This is an optimization exercise on Yosys and OpenROAD, whose aim is small area, not a production implementation.
Only simulation tests tie the RTL to the original design; equivalence was not proved.
Power and IR drop assume default switching activity.

--- flow/run.sh ---
#!/bin/bash
# synth_recipe.tcl (not shown) runs the flow's synth.tcl, then flattens the netlist and writes it again
# the make line also repeats each setting of config.mk as NAME=value (left out here)
make -C /OpenROAD-flow-scripts/flow DESIGN_CONFIG=/design/flow/config.mk WORK_HOME=/design/flow/orfs CLKGATE_MAP_FILE= SYNTH_SCRIPT=/design/flow/synth_recipe.tcl finish
--- flow/design.v ---
package dbg_pkg;
    localparam int unsigned CLKS_PER_BIT = 87;
    localparam int unsigned BYTE_GAP_CLKS = 20 * CLKS_PER_BIT;
    localparam int unsigned WAIT_TIMEOUT_CLKS = 50000;
    localparam int unsigned MAX_HW_BREAKPOINTS = 8;
    localparam int unsigned HB_IDX_WIDTH = $clog2(MAX_HW_BREAKPOINTS);
    typedef logic [31:0] word_t;
    typedef struct packed {
        word_t addr;
        word_t din;
        logic  en;
        logic  we;
    } mem_req_t;
    typedef struct packed {
        logic [HB_IDX_WIDTH-1:0] idx;
        word_t                   addr;
        logic                    set;
        logic                    clr;
    } hb_cmd_t;
    localparam word_t FAIL_RESPONSE = 32'hF00FF00F;
    localparam logic [23:0] CMD_RESET_ON     = 24'h0FF000;
    localparam logic [23:0] CMD_RESET_OFF    = 24'h0FF001;
    localparam logic [23:0] CMD_PAUSE        = 24'h0FF005;
    localparam logic [23:0] CMD_STEP         = 24'h0FF006;
    localparam logic [23:0] CMD_CONTINUE     = 24'h0FF007;
    localparam logic [23:0] CMD_STATUS       = 24'h0FF008;
    localparam logic [23:0] CMD_READ_MEM     = 24'h0FF009;
    localparam logic [23:0] CMD_WRITE_MEM    = 24'h0FF00A;
    localparam logic [23:0] CMD_SET_HW_BREAK = 24'h0FF00D;
    localparam logic [23:0] CMD_CLR_HW_BREAK = 24'h0FF00E;
endpackage
`timescale 1ns/1ps
module uart_rx_word (
    input  logic          clk,
    input  logic          clr_mcu_reset,
    input  logic          srx,
    output logic          rx_ready,
    output dbg_pkg::word_t rx_word
);
    typedef enum logic [1:0] {RX_IDLE, RX_START, RX_DATA, RX_STOP} rx_state_t;
    rx_state_t state;
    logic srx_meta;
    logic srx_sync;
    logic [$clog2(dbg_pkg::CLKS_PER_BIT)-1:0] clk_cnt;
    logic [$clog2(dbg_pkg::BYTE_GAP_CLKS)-1:0] gap_cnt;
    logic [2:0] bit_cnt;
    logic [1:0] byte_cnt;
    logic [7:0] byte_sr;
    logic [23:0] word_sr;
    always_ff @(posedge clk) begin
        if (clr_mcu_reset) begin
            srx_meta <= 1'b1;
            srx_sync <= 1'b1;
        end else begin
            srx_meta <= srx;
            srx_sync <= srx_meta;
        end
    end
    always_ff @(posedge clk) begin
        if (clr_mcu_reset) begin
            state <= RX_IDLE;
            clk_cnt <= '0;
            gap_cnt <= '0;
            bit_cnt <= '0;
            byte_cnt <= '0;
            rx_ready <= 1'b0;
        end else begin
            rx_ready <= 1'b0;
            case (state)
                RX_IDLE: begin
                    clk_cnt <= '0;
                    bit_cnt <= '0;
                    if (!srx_sync) begin
                        gap_cnt <= '0;
                        state <= RX_START;
                    end else if (byte_cnt != 2'd0) begin
                        if (gap_cnt == dbg_pkg::BYTE_GAP_CLKS - 1) begin
                            byte_cnt <= '0;
                            gap_cnt <= '0;
                        end else begin
                            gap_cnt <= gap_cnt + 1'b1;
                        end
                    end
                end
                RX_START: begin
                    if (clk_cnt == dbg_pkg::CLKS_PER_BIT / 2) begin
                        clk_cnt <= '0;
                        state <= srx_sync ? RX_IDLE : RX_DATA;
                    end else begin
                        clk_cnt <= clk_cnt + 1'b1;
                    end
                end
                RX_DATA: begin
                    if (clk_cnt == dbg_pkg::CLKS_PER_BIT - 1) begin
                        clk_cnt <= '0;
                        byte_sr <= {srx_sync, byte_sr[7:1]};
                        bit_cnt <= bit_cnt + 1'b1;
                        if (bit_cnt == 3'd7) begin
                            state <= RX_STOP;
                        end
                    end else begin
                        clk_cnt <= clk_cnt + 1'b1;
                    end
                end
                RX_STOP: begin
                    if (clk_cnt == dbg_pkg::CLKS_PER_BIT - 1) begin
                        clk_cnt <= '0;
                        state <= RX_IDLE;
                        if (srx_sync) begin
                            word_sr <= {word_sr[15:0], byte_sr};
                            byte_cnt <= byte_cnt + 1'b1;
                            if (byte_cnt == 2'd3) begin
                                rx_word <= {word_sr, byte_sr};
                                rx_ready <= 1'b1;
                            end
                        end else begin
                            byte_cnt <= '0;
                        end
                    end else begin
                        clk_cnt <= clk_cnt + 1'b1;
                    end
                end
                default: state <= RX_IDLE;
            endcase
        end
    end
endmodule
`timescale 1ns/1ps
module uart_tx_word (
    input  logic           clk,
    input  logic           clr_mcu_reset,
    input  logic           start,
    input  dbg_pkg::word_t tx_word,
    output logic           stx,
    output logic           tx_idle
);
    logic busy;
    logic [$clog2(dbg_pkg::CLKS_PER_BIT)-1:0] clk_cnt;
    logic [3:0] bit_cnt;
    logic [1:0] byte_cnt;
    logic [8:0] frame;
    logic [23:0] rest;
    assign tx_idle = !busy;
    always_ff @(posedge clk) begin
        if (clr_mcu_reset) begin
            busy <= 1'b0;
            stx <= 1'b1;
            clk_cnt <= '0;
            bit_cnt <= '0;
            byte_cnt <= '0;
        end else if (!busy) begin
            if (start) begin
                busy <= 1'b1;
                stx <= 1'b0;
                frame <= {1'b1, tx_word[31:24]};
                rest <= tx_word[23:0];
                clk_cnt <= '0;
                bit_cnt <= '0;
                byte_cnt <= '0;
            end
        end else if (clk_cnt == dbg_pkg::CLKS_PER_BIT - 1) begin
            clk_cnt <= '0;
            if (bit_cnt == 4'd9) begin
                bit_cnt <= '0;
                if (byte_cnt == 2'd3) begin
                    busy <= 1'b0;
                end else begin
                    byte_cnt <= byte_cnt + 1'b1;
                    stx <= 1'b0;
                    frame <= {1'b1, rest[23:16]};
                    rest <= {rest[15:0], 8'h00};
                end
            end else begin
                stx <= frame[0];
                frame <= {1'b1, frame[8:1]};
                bit_cnt <= bit_cnt + 1'b1;
            end
        end else begin
            clk_cnt <= clk_cnt + 1'b1;
        end
    end
endmodule
`timescale 1ns/1ps
module hw_breakpoints (
    input  logic             clk,
    input  logic             clr_mcu_reset,
    input  dbg_pkg::hb_cmd_t hb_cmd,
    input  dbg_pkg::word_t   pc_next,
    input  logic             cu_pausable,
    output logic             hb_pause
);
    dbg_pkg::word_t bp_addr [dbg_pkg::MAX_HW_BREAKPOINTS];
    logic [dbg_pkg::MAX_HW_BREAKPOINTS-1:0] bp_valid;
    always_ff @(posedge clk) begin
        if (clr_mcu_reset) begin
            bp_valid <= '0;
        end else if (hb_cmd.set) begin
            bp_valid[hb_cmd.idx] <= 1'b1;
        end else if (hb_cmd.clr) begin
            bp_valid[hb_cmd.idx] <= 1'b0;
        end
    end
    always_ff @(posedge clk) begin
        if (hb_cmd.set) begin
            bp_addr[hb_cmd.idx] <= hb_cmd.addr;
        end
    end
    always_comb begin
        logic hit;
        hit = 1'b0;
        for (int i = 0; i < dbg_pkg::MAX_HW_BREAKPOINTS; i++) begin
            hit |= bp_valid[i] && (bp_addr[i] == pc_next);
        end
        hb_pause = cu_pausable && hit;
    end
endmodule
`timescale 1ns/1ps
module dbg_cmd_fsm (
    input  logic              clk,
    input  logic              clr_mcu_reset,
    input  logic              rx_ready,
    input  dbg_pkg::word_t    rx_word,
    input  logic              tx_idle,
    output logic              tx_send,
    output dbg_pkg::word_t    tx_word,
    output dbg_pkg::mem_req_t mem_req,
    input  dbg_pkg::word_t    mem_dout,
    output dbg_pkg::hb_cmd_t  hb_cmd,
    input  logic              hb_pause,
    input  logic              cu_paused,
    output logic              cu_pause,
    output logic              mcu_reset
);
    typedef enum logic [3:0] {
        IDLE, FAILED, WAIT_PAUSED, S_PAUSE, ST_SEND_STATUS,
        RM_WAIT_ADDR, RM_READ_DATA, RM_SEND_DATA,
        WM_WAIT_ADDR, WM_WAIT_DATA,
        SHB_WAIT_INDEX, SHB_WAIT_ADDR,
        CHB_WAIT_INDEX, CHB_CLEAR,
        SEND_CKSUM
    } state_t;
    typedef enum logic [2:0] {SEL_ECHO, SEL_MEMD, SEL_STATUS, SEL_CKSUM, SEL_FAIL} tx_sel_t;
    state_t state;
    state_t next_state;
    tx_sel_t tx_sel;
    dbg_pkg::word_t r_addr;
    dbg_pkg::word_t r_cksum;
    logic [dbg_pkg::HB_IDX_WIDTH-1:0] r_idx;
    logic r_mcu_reset;
    logic r_cu_pause;
    logic [$clog2(dbg_pkg::WAIT_TIMEOUT_CLKS+1)-1:0] wait_cnt;
    logic rx_valid;
    logic waiting;
    logic timed_out;
    logic set_reset, clr_reset;
    logic set_pause, clr_pause;
    logic ld_addr, ld_idx;
    logic clr_cksum, acc_rx, acc_tx;
    assign rx_valid = (rx_word[7:0] ^ rx_word[15:8] ^ rx_word[23:16] ^ rx_word[31:24]) == 8'h00;
    assign timed_out = (wait_cnt == dbg_pkg::WAIT_TIMEOUT_CLKS);
    assign waiting = (state == RM_WAIT_ADDR) || (state == WM_WAIT_ADDR) || (state == WM_WAIT_DATA) ||
                     (state == SHB_WAIT_INDEX) || (state == SHB_WAIT_ADDR) || (state == CHB_WAIT_INDEX);
    assign mcu_reset = clr_mcu_reset || r_mcu_reset;
    assign cu_pause = r_cu_pause || hb_pause;
    always_comb begin
        case (tx_sel)
            SEL_ECHO:   tx_word = rx_word;
            SEL_MEMD:   tx_word = mem_dout;
            SEL_STATUS: tx_word = {30'b0, cu_pause, mcu_reset};
            SEL_CKSUM:  tx_word = r_cksum;
            default:    tx_word = dbg_pkg::FAIL_RESPONSE;
        endcase
    end
    always_comb begin
        next_state = state;
        tx_send = 1'b0;
        tx_sel = SEL_ECHO;
        mem_req.addr = r_addr;
        mem_req.din = rx_word;
        mem_req.en = 1'b0;
        mem_req.we = 1'b0;
        hb_cmd.idx = r_idx;
        hb_cmd.addr = rx_word;
        hb_cmd.set = 1'b0;
        hb_cmd.clr = 1'b0;
        {set_reset, clr_reset, set_pause, clr_pause} = '0;
        {ld_addr, ld_idx, clr_cksum, acc_rx, acc_tx} = '0;
        case (state)
            IDLE: begin
                if (rx_ready && rx_valid && tx_idle) begin
                    case (rx_word[31:8])
                        dbg_pkg::CMD_RESET_ON:  begin set_reset = 1'b1; tx_send = 1'b1; end
                        dbg_pkg::CMD_RESET_OFF: begin clr_reset = 1'b1; tx_send = 1'b1; end
                        dbg_pkg::CMD_CONTINUE:  begin clr_pause = 1'b1; tx_send = 1'b1; end
                        dbg_pkg::CMD_PAUSE: begin
                            set_pause = 1'b1;
                            next_state = WAIT_PAUSED;
                        end
                        dbg_pkg::CMD_STEP: begin
                            clr_pause = 1'b1;
                            next_state = S_PAUSE;
                        end
                        dbg_pkg::CMD_STATUS, dbg_pkg::CMD_READ_MEM, dbg_pkg::CMD_WRITE_MEM,
                        dbg_pkg::CMD_SET_HW_BREAK, dbg_pkg::CMD_CLR_HW_BREAK: begin
                            tx_send = 1'b1;
                            clr_cksum = 1'b1;
                            case (rx_word[31:8])
                                dbg_pkg::CMD_STATUS:       next_state = ST_SEND_STATUS;
                                dbg_pkg::CMD_READ_MEM:     next_state = RM_WAIT_ADDR;
                                dbg_pkg::CMD_WRITE_MEM:    next_state = WM_WAIT_ADDR;
                                dbg_pkg::CMD_SET_HW_BREAK: next_state = SHB_WAIT_INDEX;
                                default:          next_state = CHB_WAIT_INDEX;
                            endcase
                        end
                        default: ;
                    endcase
                end
            end
            FAILED: begin
                if (tx_idle) begin
                    tx_sel = SEL_FAIL;
                    tx_send = 1'b1;
                    next_state = IDLE;
                end
            end
            S_PAUSE: begin
                set_pause = 1'b1;
                next_state = WAIT_PAUSED;
            end
            WAIT_PAUSED: begin
                if (cu_paused || mcu_reset) begin
                    tx_send = 1'b1;
                    next_state = IDLE;
                end
            end
            ST_SEND_STATUS: begin
                if (tx_idle) begin
                    tx_sel = SEL_STATUS;
                    tx_send = 1'b1;
                    acc_tx = 1'b1;
                    next_state = SEND_CKSUM;
                end
            end
            RM_WAIT_ADDR, WM_WAIT_ADDR: begin
                if (timed_out) begin
                    next_state = FAILED;
                end else if (rx_ready) begin
                    ld_addr = 1'b1;
                    acc_rx = 1'b1;
                    next_state = (state == RM_WAIT_ADDR) ? RM_READ_DATA : WM_WAIT_DATA;
                end
            end
            RM_READ_DATA: begin
                if (tx_idle) begin
                    mem_req.en = 1'b1;
                    next_state = RM_SEND_DATA;
                end
            end
            RM_SEND_DATA: begin
                tx_sel = SEL_MEMD;
                tx_send = 1'b1;
                acc_tx = 1'b1;
                next_state = SEND_CKSUM;
            end
            WM_WAIT_DATA: begin
                if (timed_out) begin
                    next_state = FAILED;
                end else if (rx_ready) begin
                    mem_req.en = 1'b1;
                    mem_req.we = 1'b1;
                    acc_rx = 1'b1;
                    next_state = SEND_CKSUM;
                end
            end
            SHB_WAIT_INDEX, CHB_WAIT_INDEX: begin
                if (timed_out) begin
                    next_state = FAILED;
                end else if (rx_ready) begin
                    ld_idx = 1'b1;
                    acc_rx = 1'b1;
                    next_state = (state == SHB_WAIT_INDEX) ? SHB_WAIT_ADDR : CHB_CLEAR;
                end
            end
            SHB_WAIT_ADDR: begin
                if (timed_out) begin
                    next_state = FAILED;
                end else if (rx_ready) begin
                    hb_cmd.set = 1'b1;
                    acc_rx = 1'b1;
                    next_state = SEND_CKSUM;
                end
            end
            CHB_CLEAR: begin
                hb_cmd.clr = 1'b1;
                next_state = SEND_CKSUM;
            end
            SEND_CKSUM: begin
                if (tx_idle) begin
                    tx_sel = SEL_CKSUM;
                    tx_send = 1'b1;
                    next_state = IDLE;
                end
            end
            default: next_state = IDLE;
        endcase
    end
    always_ff @(posedge clk) begin
        if (clr_mcu_reset) begin
            state <= IDLE;
            r_mcu_reset <= 1'b0;
            r_cu_pause <= 1'b0;
            wait_cnt <= '0;
        end else begin
            state <= next_state;
            if (set_reset) begin
                r_mcu_reset <= 1'b1;
            end else if (clr_reset) begin
                r_mcu_reset <= 1'b0;
            end
            if (set_pause || hb_pause) begin
                r_cu_pause <= 1'b1;
            end else if (clr_pause) begin
                r_cu_pause <= 1'b0;
            end
            if (waiting && !rx_ready) begin
                if (!timed_out) begin
                    wait_cnt <= wait_cnt + 1'b1;
                end
            end else begin
                wait_cnt <= '0;
            end
        end
    end
    always_ff @(posedge clk) begin
        if (ld_addr) begin
            r_addr <= rx_word;
        end
        if (ld_idx) begin
            r_idx <= rx_word[dbg_pkg::HB_IDX_WIDTH-1:0];
        end
        if (clr_cksum) begin
            r_cksum <= '0;
        end else if (acc_rx) begin
            r_cksum <= r_cksum ^ rx_word;
        end else if (acc_tx) begin
            r_cksum <= r_cksum ^ tx_word;
        end
    end
endmodule
`timescale 1ns/1ps
module dbg_top (
    input  logic              clk,
    input  logic              clr_mcu_reset,
    input  logic              srx,
    output logic              stx,
    output logic              mcu_reset,
    output logic              cu_pause,
    input  logic              cu_pausable,
    input  logic              cu_paused,
    output logic [31:0]       mem_req_addr,
    output logic [31:0]       mem_req_din,
    output logic              mem_req_en,
    output logic              mem_req_we,
    input  logic [31:0]       mem_dout,
    input  logic [31:0]       pc_next
);
    logic    rx_ready;
    dbg_pkg::word_t   rx_word;
    logic    tx_send;
    dbg_pkg::word_t   tx_word;
    logic    tx_idle;
    dbg_pkg::hb_cmd_t hb_cmd;
    logic    hb_pause;
    dbg_pkg::mem_req_t mem_req;
    assign mem_req_addr = mem_req.addr;
    assign mem_req_din  = mem_req.din;
    assign mem_req_en   = mem_req.en;
    assign mem_req_we   = mem_req.we;
    uart_rx_word u_uart_rx (
        .clk           (clk),
        .clr_mcu_reset (clr_mcu_reset),
        .srx           (srx),
        .rx_ready      (rx_ready),
        .rx_word       (rx_word)
    );
    uart_tx_word u_uart_tx (
        .clk           (clk),
        .clr_mcu_reset (clr_mcu_reset),
        .start         (tx_send),
        .tx_word       (tx_word),
        .stx           (stx),
        .tx_idle       (tx_idle)
    );
    dbg_cmd_fsm u_cmd_fsm (
        .clk           (clk),
        .clr_mcu_reset (clr_mcu_reset),
        .rx_ready      (rx_ready),
        .rx_word       (rx_word),
        .tx_idle       (tx_idle),
        .tx_send       (tx_send),
        .tx_word       (tx_word),
        .mem_req       (mem_req),
        .mem_dout      (mem_dout),
        .hb_cmd        (hb_cmd),
        .hb_pause      (hb_pause),
        .cu_paused     (cu_paused),
        .cu_pause      (cu_pause),
        .mcu_reset     (mcu_reset)
    );
    hw_breakpoints u_hw_bp (
        .clk           (clk),
        .clr_mcu_reset (clr_mcu_reset),
        .hb_cmd        (hb_cmd),
        .pc_next       (pc_next),
        .cu_pausable   (cu_pausable),
        .hb_pause      (hb_pause)
    );
endmodule
--- flow/config.mk ---
export PLATFORM = sky130hd
export DESIGN_NAME = dbg_top
export DESIGN_NICKNAME = dbg_top
export VERILOG_FILES = /design/flow/design.v
export SDC_FILE = /design/flow/constraint.sdc
export NUM_CORES = 4
export LEC_CHECK = 0
export CAP_MARGIN = 20
export CORE_MARGIN = 2
export CORE_UTILIZATION = 40
export SLEW_MARGIN = 20
--- flow/constraint.sdc ---
create_clock -name core_clock -period 10.0 [get_ports {clk}]
set_input_delay 2.0000 -clock core_clock [delete_from_list [all_inputs] [get_ports {clk}]]
set_output_delay 2.0000 -clock core_clock [all_outputs]
set_load 0.01 [all_outputs]
==> notes.md <==
# TYPE chip_impl_metric gauge
chip_impl_metric{name="postSynthCellCount",unit=""} 1633
chip_impl_metric{name="tritoncts_num_sinks",unit=""} 492
chip_impl_metric{name="dieArea",unit="sq um"} 55500
chip_impl_info{name="clock_tree_from_tritoncts",value="done"} 1
chip_impl_metric{name="top_level_ports",unit=""} 138
chip_impl_metric{name="worst_setup_hold_path_clk_slew",unit="ns"} 0.06
chip_impl_metric{name="cellPowerDensity",unit="nW/um^2"} 188
chip_impl_metric{name="max_cap_violations",unit=""} 0
chip_impl_metric{name="setup_viol",unit=""} 0
chip_impl_metric{name="floorplan.rows",unit=""} 84
chip_impl_metric{name="worstPathMaxFanout",unit=""} 8
chip_impl_info{name="holdCritPathClass",value="flop to flop"} 1
chip_impl_metric{name="dp_hpwl",unit="mm"} 39.8
chip_impl_metric{name="grt_pass1_wl",unit="mm"} 87.4
chip_impl_metric{name="clkLatencyLatePin",unit="ns"} 0.61
chip_impl_info{name="run_status",value="no timing/DRC/antenna violations"} 1
chip_impl_metric{name="grt-ovfl-total",unit=""} 0
chip_impl_metric{name="post_drt_via_cell_ratio",unit=""} 5.44
chip_impl_metric{name="cts_setup_buffers",unit=""} 0
chip_impl_metric{name="synth-edff-count",unit=""} 387
chip_impl_metric{name="synth_warnings",unit=""} 4
chip_impl_metric{name="stdcell_area",unit="sq um"} 25300
chip_impl_metric{name="buffer_ports.inserted",unit=""} 137
chip_impl_metric{name="final.min_clock_period",unit="ns"} 7.57
chip_impl_metric{name="finalWirelength",unit="mm"} 59.5
chip_impl_metric{name="total_leakage_power",unit="nW"} 8.29
chip_impl_metric{name="drive_above_1_share",unit="%"} 8.37
chip_impl_metric{name="post_cts_resize_count",unit=""} 0
chip_impl_info{name="grt_setup_unrepaired",value="false"} 1
chip_impl_metric{name="route.vias.total",unit=""} 13500
chip_impl_info{name="cts_root_buf",value="clkbuf_16"} 1
chip_impl_metric{name="proportion_of_synthesized_chip_area_in_sequential_cells",unit="%"} 64.0
chip_impl_metric{name="htreeDepth",unit=""} 2
chip_impl_metric{name="cts.path.max_buffers",unit=""} 3
chip_impl_metric{name="nNetsFinal",unit=""} 1842
chip_impl_metric{name="first_global_vias",unit=""} 13500
chip_impl_metric{name="groute.usage.overall",unit="%"} 21.1
chip_impl_metric{name="drt-initial-drc-count",unit=""} 1128
chip_impl_metric{name="grt_antenna_before_repair",unit=""} 0
chip_impl_info{name="crit_path_start_kind",value="input port"} 1
chip_impl_metric{name="core_area",unit="sq um"} 52800
chip_impl_metric{name="synth.avg_cell_area",unit="sq um"} 13.1
chip_impl_metric{name="cts.hold.buffers_added",unit=""} 0
chip_impl_info{name="critical_path_class",value="input port to output pin"} 1
chip_impl_metric{name="post_dp_cell_area",unit="sq um"} 23500
chip_impl_metric{name="async_reset_ff_share",unit="%"} 0
chip_impl_metric{name="gp_congestion",unit=""} 0.944
chip_impl_metric{name="start_util",unit="%"} 40.7
chip_impl_metric{name="hold_violations",unit=""} 0
chip_impl_metric{name="totalNegativeSetupSlack",unit="ns"} 0
chip_impl_metric{name="worst_ir_drop_vdd",unit="mV"} 0.117
chip_impl_metric{name="synth_fp_nets",unit=""} 1724
chip_impl_info{name="layout_common_cells",value="387 x edfxtp_1, 179 x xor2_1, 161 x xnor2_1"} 1
chip_impl_metric{name="largest_net_degree_at_the_start_of_global_routing",unit=""} 65
chip_impl_metric{name="synth.distinct_cells",unit=""} 65
chip_impl_metric{name="die_w",unit="um"} 236
chip_impl_info{name="layout.cells.most_common",value="edfxtp_1"} 1
chip_impl_metric{name="worst_ep_arrival_time",unit="ns"} 5.57
chip_impl_metric{name="postRouteAntennaNets",unit=""} 0
chip_impl_metric{name="final.period_utilization",unit="%"} 75.7
chip_impl_metric{name="slew_violations",unit=""} 0
chip_impl_metric{name="final_util",unit="%"} 47.9
chip_impl_metric{name="hold_path_depth",unit=""} 0
chip_impl_metric{name="cts_buffers",unit=""} 54
chip_impl_info{name="dominantRegCellSynth",value="edfxtp_1"} 1
chip_impl_metric{name="die_height",unit="um"} 236
chip_impl_metric{name="rr_worst_depth",unit=""} 7
chip_impl_metric{name="insertedDiodeCount",unit=""} 0
chip_impl_metric{name="router_iterations_before_antenna_repair",unit=""} 7
chip_impl_metric{name="slew_headroom",unit="%"} 25.0
chip_impl_info{name="setup.worst_path.end_class",value="output pin"} 1
chip_impl_metric{name="routed_wire_length_per_instance",unit="um"} 24.0
chip_impl_metric{name="flow.area_growth_from_synthesis",unit="%"} 17.8
chip_impl_metric{name="synth-seq-cells",unit=""} 492
chip_impl_metric{name="fin_skew",unit="ns"} 0.0212
chip_impl_metric{name="final_power",unit="mW"} 4.75
chip_impl_metric{name="drc",unit=""} 0
chip_impl_metric{name="max_clock_freq",unit="MHz"} 132
chip_impl_metric{name="post_syn_area",unit="sq um"} 21400
chip_impl_metric{name="worst-endpoint-required",unit="ns"} 8.00
chip_impl_metric{name="timing_worst_slew_pin_value",unit="ns"} 1.12
[layout make-up]
class,instances,area [sq um]
well taps,688,861
inverters,36,135
multi-input cells,989,7090
fillers,4625,27500
clock buffers,65,1410
repair buffers,178,1770
clock inverters,32,272
flip-flops and latches,492,13700
[cells in the mapped netlist (2+ instances only)]
| cell | n | share of area (%) |
|---|---|---|
| edfxtp_1 | 387 | 54 |
| xor2_1 | 179 | 7.3 |
| xnor2_1 | 161 | 6.6 |
| nor2_1 | 137 | 2.4 |
| dfxtp_1 | 105 | 9.8 |
| nand2_1 | 63 | 1.1 |
| nand4_1 | 50 | 1.5 |
| a21oi_1 | 43 | 1.0 |
| buf_2 | 40 | 0.93 |
| clkbuf_1 | 39 | 0.68 |
| inv_1 | 36 | 0.63 |
| nor4_1 | 35 | 1.0 |
| a22oi_1 | 34 | 1.2 |
| buf_4 | 32 | 1.1 |
| nand3_1 | 27 | 0.63 |
| nor3_1 | 24 | 0.56 |
| ha_1 | 22 | 1.3 |
| o21ai_0 | 22 | 0.51 |
| mux2i_1 | 19 | 0.89 |
| a221o_1 | 17 | 0.79 |
| a211oi_1 | 16 | 0.56 |
| a222oi_1 | 15 | 0.70 |
| nor2b_1 | 11 | 0.32 |
| or3_1 | 11 | 0.32 |
| nand2b_1 | 10 | 0.29 |
| a32oi_1 | 8 | 0.33 |
| and2_1 | 7 | 0.20 |
| o22ai_1 | 7 | 0.20 |
| a21o_1 | 6 | 0.21 |
| a31oi_1 | 5 | 0.15 |
| buf_1 | 5 | 0.088 |
| or2_2 | 5 | 0.15 |
| a221oi_1 | 4 | 0.16 |
| and3_1 | 4 | 0.12 |
| nor3b_1 | 4 | 0.14 |
| o31ai_1 | 4 | 0.14 |
| a311oi_1 | 3 | 0.12 |
| nor4b_1 | 3 | 0.12 |
| nor4bb_1 | 3 | 0.14 |
| a41oi_1 | 2 | 0.082 |
| nor3_2 | 2 | 0.093 |
| o41ai_1 | 2 | 0.082 |
| or4_1 | 2 | 0.070 |
[path summary, 6_finish.rpt]
kind	start	to	slack (ns)
worst max-delay path	pc_next[28]	cu_pause	2.43
worst min-delay path	u_uart_rx.word_sr[18]	u_uart_rx.rx_word[26]	0.41
worst max register to register	u_uart_rx.rx_word[15]	u_uart_tx.frame[7]	6.08
worst min register to register	u_uart_rx.word_sr[18]	u_uart_rx.rx_word[26]	0.41
[per-layer routing]
layer  routed length [um]  track usage [%]
met3                 3120             2.94
met4                 1570             6.52
met1                25400             27.9
met2                29400             35.9
met5                    0                0
[flip-flops by register name, indices dropped and copies added (netlist names), 8 cells and up, named ones only]
name and flops:
u_uart_rx.gap_cnt 11, u_cmd_fsm.r_addr 32, u_uart_rx.byte_sr 8, u_uart_rx.word_sr 24, u_uart_rx.rx_word 32, u_uart_tx.frame 8, u_uart_tx.rest 24, u_cmd_fsm.r_cksum 32
u_hw_bp.bp_addr 256, u_cmd_fsm.wait_cnt 16
[logic make-up after synthesis]
family,Yosys count,share of synthesized area (%)
fa+ha+maj,22,1.28
xor+xnor,340,13.9
compound gates,200,6.82
buf+inv,152,3.45
flops,492,64.0
mux,20,0.939
simple gates,407,9.64
[where the power goes]
| group | leakage, nW | switching [mW] | internal (mW) |
|---|---|---|---|
| logic | 3.13 | 0.321 | 0.207 |
| clock network | 0.833 | 0.808 | 1.11 |
| registers | 4.33 | 0.0397 | 2.26 |
[stage by stage]
stage | setup slack [ns] | std cells | hold WS (ns)
after global routing | 2.39 | 2480 | 0.421
final | 2.43 | 2480 | 0.407
after floorplan | 4.66 | 1633 | 0.389
after detailed placement | 2.52 | 2381 | 0.397
after CTS | 2.50 | 2478 | 0.416
after global placement | 2.47 | 2378 | 0.394
[worst max-delay path, stage by stage]
cell             delay, ns
clkdlybuf4s50_1       0.96
xnor2_1               0.22
nand4_1               0.22
nor4_1                0.13
nand4_1               0.11
o22ai_1               0.09
o41ai_1               0.96
buf_4                 0.26
nand2_1               0.08
clkdlybuf4s50_1       0.54

==> afterwards: timing with drivers on the ports <==
Ports are ideal in the flow. The routed layout listed here was re-timed in OpenROAD. Step 1 sets driving cells, clkbuf_16 on the clock port and buf_2 on the other inputs (assumed; they add their load-dependent delay and slew). Step 2 adds t to the input delays and takes it off the output delays; t is the mean of the earliest and latest rising clock arrival at the registers after step 1. Input paths then give back, and output paths get back, about the clock's delay inside the block. Slacks: no drivers / after step 1 / after step 2; pairs: no drivers / after step 1.
t, ns: 0.657
setup WS [ns]: 2.429 / 2.399 / 2.399
hold slack, ns: 0.407 / 0.407 / 0.407
clock arrival spread, ns: 0.023 / 0.022
worst register clock-pin slew, ns: 0.06 / 0.06
After both steps setup and hold are still met in this run. The setup slack of this run moves by -0.030 ns with the drivers and by -0.030 ns with both steps.
